Background: an optimization exercise with open tools, aiming at small area, a short achievable clock period and few clock cycles per item. Do not read the settings as production practice. At most, simulation tests tie the RTL to the original design; equivalence was not proved. Power and IR drop assume default switching activity.

==> flow/design.v <==
package rsa_pkg;
    localparam int DEF_WIDTH = 32;
    localparam int DEF_LIMBS = 4;
    localparam int MAX_OPW = 4096;
    typedef enum logic [1:0] {
        ST_IDLE,
        ST_ISSUE,
        ST_DRAIN,
        ST_DONE
    } state_t;
    function automatic logic [MAX_OPW-1:0] limb_sel(
        input logic [MAX_OPW-1:0] vec,
        input logic [31:0]        idx,
        input logic [31:0]        width
    );
        limb_sel = vec >> (idx * width);
    endfunction
endpackage
module mp_mul_retire_pipe #(
    parameter int TW = 3
) (
    input  logic          clk_i,
    input  logic          rst_i,
    input  logic          in_vld_i,
    input  logic [TW-1:0] in_tag_i,
    output logic          out_vld_o,
    output logic [TW-1:0] out_tag_o
);
    logic [1:0]    vld_q;
    logic [TW-1:0] tag0_q;
    logic [TW-1:0] tag1_q;
    always_ff @(posedge clk_i) begin
        if (rst_i) begin
            vld_q  <= '0;
            tag0_q <= '0;
            tag1_q <= '0;
        end else begin
            vld_q  <= {vld_q[0], in_vld_i};
            tag0_q <= in_tag_i;
            tag1_q <= tag0_q;
        end
    end
    assign out_vld_o = vld_q[1];
    assign out_tag_o = tag1_q;
endmodule
module mp_mul_sched #(
    parameter int WIDTH = rsa_pkg::DEF_WIDTH,
    parameter int LIMBS = rsa_pkg::DEF_LIMBS
) (
    input  logic                     clk,
    input  logic                     rst,
    input  logic                     start,
    input  logic [LIMBS*WIDTH-1:0]   op_a,
    input  logic [LIMBS*WIDTH-1:0]   op_b,
    output logic                     busy,
    output logic                     done,
    output logic [2*LIMBS*WIDTH-1:0] result,
    output logic [WIDTH-1:0]         mul_a,
    output logic [WIDTH-1:0]         mul_b,
    input  logic [WIDTH-1:0]         mul_lo,
    input  logic [WIDTH-1:0]         mul_hi
);
    localparam int OPW   = LIMBS * WIDTH;
    localparam int NPAIR = LIMBS * LIMBS;
    localparam int FIRST = 4;                  
    localparam int LAST  = NPAIR + FIRST - 1;  
    localparam int CW    = $clog2(LAST + 2);
    logic                     busy_q, done_q;
    logic [CW-1:0]            cnt_q;
    logic                     sh_q, m_q, z_q;
    logic [OPW-1:0]           ar_q;
    logic [OPW-1:0]           b_q;
    logic [(LIMBS-1)*WIDTH-1:0] fifo_q;
    logic [WIDTH-1:0]         cy_q;
    logic [WIDTH:0]           u_q;
    logic [WIDTH-1:0]         h_q;
    logic [WIDTH-1:0]         pop_n, ua, cz, push, hi, h1, h2, hs0, hs1;
    logic [WIDTH-2:0]         hc;
    logic [WIDTH:0]           u_n, lsum;
    function automatic logic [WIDTH:0] pp_add(input logic [WIDTH-1:0] a,
                                              input logic [WIDTH-1:0] b);
        logic [WIDTH-1:0] g, p, gn, pn;
        g = a & b;
        p = a ^ b;
        for (int d = 1; d < WIDTH; d = d * 2) begin
            gn = g;
            pn = p;
            for (int i = d; i < WIDTH; i++) begin
                gn[i] = g[i] | (p[i] & g[i-d]);
                pn[i] = p[i] & p[i-d];
            end
            g = gn;
            p = pn;
        end
        pp_add = {g[WIDTH-1], (a ^ b) ^ {g[WIDTH-2:0], 1'b0}};
    endfunction
    function automatic logic [WIDTH-1:0] pp_and(input logic [WIDTH-1:0] a);
        logic [WIDTH-1:0] c;
        c = a;
        for (int l = 0; (1 << l) < WIDTH; l++)
            for (int i = 0; i < WIDTH; i++)
                if ((i >> l) & 1) c[i] = c[i] & c[((i >> l) << l) - 1];
        pp_and = c;
    endfunction
    always_ff @(posedge clk) begin
        if (rst) begin
            busy_q <= 1'b0;
            done_q <= 1'b0;
            cnt_q  <= '0;
            sh_q   <= 1'b0;
            m_q    <= 1'b0;
            z_q    <= 1'b0;
        end else if (start && !busy_q) begin
            busy_q <= 1'b1;
            done_q <= 1'b0;
            cnt_q  <= CW'(1);
            sh_q   <= 1'b0;
            m_q    <= 1'b1;
            z_q    <= 1'b1;
        end else if (busy_q) begin
            cnt_q  <= cnt_q + CW'(1);
            sh_q   <= (cnt_q >= CW'(FIRST - 1)) && (cnt_q < CW'(LAST - LIMBS + 1)) &&
                      (((cnt_q + CW'(1) - CW'(FIRST)) % LIMBS) == 0);
            m_q    <= (cnt_q < CW'(FIRST - 1)) ||
                      (((cnt_q + CW'(1) - CW'(FIRST)) % LIMBS) == 0);
            z_q    <= cnt_q < CW'(FIRST);
            if (cnt_q == CW'(LAST)) begin
                busy_q <= 1'b0;
                done_q <= 1'b1;
            end
        end else begin
            done_q <= 1'b0;
        end
    end
    always_comb begin
        pop_n = fifo_q[2*WIDTH-1:WIDTH];
        u_n   = pp_add(mul_lo, pop_n);
        ua    = m_q ? '0 : u_q[WIDTH-1:0];
        cz    = z_q ? '0 : cy_q;
        lsum  = pp_add(ua, cz);
        push  = lsum[WIDTH-1:0];
        hc    = pp_and({h_q[WIDTH-2:1], 1'b1});
        h1    = h_q ^ {hc & {(WIDTH-1){h_q[0]}}, 1'b1};
        h2    = h_q ^ {hc, 1'b0};
        hs0   = u_q[WIDTH] ? h1 : h_q;
        hs1   = u_q[WIDTH] ? h2 : h1;
        hi    = lsum[WIDTH] ? hs1 : hs0;
    end
    always_ff @(posedge clk) begin
        u_q <= u_n;
        h_q <= mul_hi;
        if (!busy_q) b_q <= op_b;
        else         b_q <= {b_q[WIDTH-1:0], b_q[OPW-1:WIDTH]};
        if (!busy_q) begin
            if (start) ar_q <= op_a;
        end else begin
            if (sh_q) ar_q <= {u_q[WIDTH-1:0], ar_q[OPW-1:WIDTH]};
            begin
                fifo_q <= {push, fifo_q[(LIMBS-1)*WIDTH-1:WIDTH]};
                cy_q   <= hi;
            end
        end
    end
    assign busy   = busy_q;
    assign done   = done_q;
    assign result = {cy_q, fifo_q, ar_q};
    assign mul_a  = ar_q[WIDTH-1:0];
    assign mul_b  = b_q[WIDTH-1:0];
endmodule
clock: 7.0 ns
lec_check: 0
abc_clock_period_in_ps: 2000
cap_margin: 20
core_margin: 2
core_utilization: 60
setup_slack_margin: 3.9
slew_margin: 20
standard.sh (not shown) runs the stock make flow with config.mk's settings and CLKGATE_MAP_FILE= SYNTH_SCRIPT=/design/flow/synth_recipe.tcl, a recipe that flattens the netlist after the stock synthesis.
==> flow/flow/run.sh <==
#!/bin/bash
# Standard layout, with every port buffered by the smallest buffer cell and a
# clock tree of fewer, larger sink clusters without dummy loads.
set -euo pipefail
bash standard.sh 'BUFFER_PORTS_ARGS=-buffer_cell sky130_fd_sc_hd__buf_1' \
  'CTS_ARGS=-sink_clustering_enable -repair_clock_nets -buf_list {sky130_fd_sc_hd__clkbuf_8} -sink_clustering_size 16 -sink_clustering_max_diameter 60 -dont_use_dummy_load' \
  finish > layout.log 2>&1
Rerun with:
--- a/flow/design.v
+++ b/flow/design.v
@@ -68,5 +68,5 @@
     logic                     busy_q, done_q;
     logic [CW-1:0]            cnt_q;
-    logic                     sh_q, m_q, z_q;
+    logic                     acc_q, sh_q, m_q, pm_q, z_q;
     logic [OPW-1:0]           ar_q;
     logic [OPW-1:0]           b_q;
@@ -75,6 +75,5 @@
     logic [WIDTH:0]           u_q;
     logic [WIDTH-1:0]         h_q;
-    logic [WIDTH-1:0]         pop_n, ua, cz, push, hi, h1, h2, hs0, hs1;
-    logic [WIDTH-2:0]         hc;
+    logic [WIDTH-1:0]         pop_n, ua, cz, push, hi, h1, h2, h2t, hs0, hs1;
     logic [WIDTH:0]           u_n, lsum;
     function automatic logic [WIDTH:0] pp_add(input logic [WIDTH-1:0] a,
@@ -95,11 +94,13 @@
         pp_add = {g[WIDTH-1], (a ^ b) ^ {g[WIDTH-2:0], 1'b0}};
     endfunction
-    function automatic logic [WIDTH-1:0] pp_and(input logic [WIDTH-1:0] a);
-        logic [WIDTH-1:0] c;
-        c = a;
-        for (int l = 0; (1 << l) < WIDTH; l++)
-            for (int i = 0; i < WIDTH; i++)
-                if ((i >> l) & 1) c[i] = c[i] & c[((i >> l) << l) - 1];
-        pp_and = c;
+    function automatic logic [WIDTH-1:0] pp_inc(input logic [WIDTH-1:0] a);
+        logic [WIDTH-1:0] c, cn;
+        c = {a[WIDTH-2:0], 1'b1};
+        for (int d = 1; d < WIDTH; d = d * 2) begin
+            cn = c;
+            for (int i = d; i < WIDTH; i++) cn[i] = c[i] & c[i-d];
+            c = cn;
+        end
+        pp_inc = a ^ c;
     endfunction
     always_ff @(posedge clk) begin
@@ -108,6 +109,8 @@
             done_q <= 1'b0;
             cnt_q  <= '0;
+            acc_q  <= 1'b0;
             sh_q   <= 1'b0;
             m_q    <= 1'b0;
+            pm_q   <= 1'b0;
             z_q    <= 1'b0;
         end else if (start && !busy_q) begin
@@ -115,14 +118,17 @@
             done_q <= 1'b0;
             cnt_q  <= CW'(1);
+            acc_q  <= 1'b0;
             sh_q   <= 1'b0;
-            m_q    <= 1'b1;
-            z_q    <= 1'b1;
+            m_q    <= 1'b0;
+            pm_q   <= 1'b1;
+            z_q    <= 1'b0;
         end else if (busy_q) begin
             cnt_q  <= cnt_q + CW'(1);
+            acc_q  <= (cnt_q >= CW'(FIRST - 1)) && (cnt_q < CW'(LAST));
             sh_q   <= (cnt_q >= CW'(FIRST - 1)) && (cnt_q < CW'(LAST - LIMBS + 1)) &&
                       (((cnt_q + CW'(1) - CW'(FIRST)) % LIMBS) == 0);
-            m_q    <= (cnt_q < CW'(FIRST - 1)) ||
-                      (((cnt_q + CW'(1) - CW'(FIRST)) % LIMBS) == 0);
-            z_q    <= cnt_q < CW'(FIRST);
+            m_q    <= ((cnt_q + CW'(1) - CW'(FIRST)) % LIMBS) == 0;
+            pm_q   <= cnt_q < CW'(FIRST - 2 + LIMBS);
+            z_q    <= cnt_q == CW'(FIRST - 1);
             if (cnt_q == CW'(LAST)) begin
                 busy_q <= 1'b0;
@@ -131,8 +137,9 @@
         end else begin
             done_q <= 1'b0;
+            acc_q  <= 1'b0;
         end
     end
     always_comb begin
-        pop_n = fifo_q[2*WIDTH-1:WIDTH];
+        pop_n = pm_q ? '0 : fifo_q[2*WIDTH-1:WIDTH];
         u_n   = pp_add(mul_lo, pop_n);
         ua    = m_q ? '0 : u_q[WIDTH-1:0];
@@ -140,7 +147,7 @@
         lsum  = pp_add(ua, cz);
         push  = lsum[WIDTH-1:0];
-        hc    = pp_and({h_q[WIDTH-2:1], 1'b1});
-        h1    = h_q ^ {hc & {(WIDTH-1){h_q[0]}}, 1'b1};
-        h2    = h_q ^ {hc, 1'b0};
+        h1    = pp_inc(h_q);
+        h2t   = pp_inc({1'b0, h_q[WIDTH-1:1]});
+        h2    = {h2t[WIDTH-2:0], h_q[0]};
         hs0   = u_q[WIDTH] ? h1 : h_q;
         hs1   = u_q[WIDTH] ? h2 : h1;
@@ -156,5 +163,5 @@
         end else begin
             if (sh_q) ar_q <= {u_q[WIDTH-1:0], ar_q[OPW-1:WIDTH]};
-            begin
+            if (acc_q) begin
                 fifo_q <= {push, fifo_q[(LIMBS-1)*WIDTH-1:WIDTH]};
                 cy_q   <= hi;
Outcome: Utilization decreases by 2.5 points; routed wire length decreases by 2.5%; final cell count increases by 3.2%; first-iteration DRC count decreases by 28%; worst hold slack gains 0.039 ns; area after synthesis increases by 3.1%; count of clock-buffer cells in the layout decreases by 1; flip-flop and latch count increases by 2; power decreases by 12%; via count increases by 3.2%.
Testbench counts after the change, summed over its fixed seeds: cycles 19,200, items 960.
Only the layout flow was run in the first run of this note; the RTL was not checked for function there.

port drivers added, routing unchanged:
The results above use ideal ports. As a check the final layouts listed here were re-extracted and re-timed, cells and wires unchanged.
Step 1 assumes that a clkbuf_16 drives the clock port and a buf_2 every other input.
Step 2 also shifts input and output timing later by t, the mid clock arrival at the registers, as if the neighbouring blocks saw the same clock.
Three values: ideal, step 1, step 2; two values: the first two.
run | t (ns) | slack for setup (ns) | worst slew at a driven data input, ns
the first run | 0.589 | 3.742 / 3.742 / 3.221 | 0.18
the second run | 0.615 | 3.855 / 3.855 / 3.241 | 0.14
After both steps setup and hold are still met in every run listed. The setup slack of the second run, which loses most, moves by 0.000 ns with the drivers and by -0.614 ns with both steps.
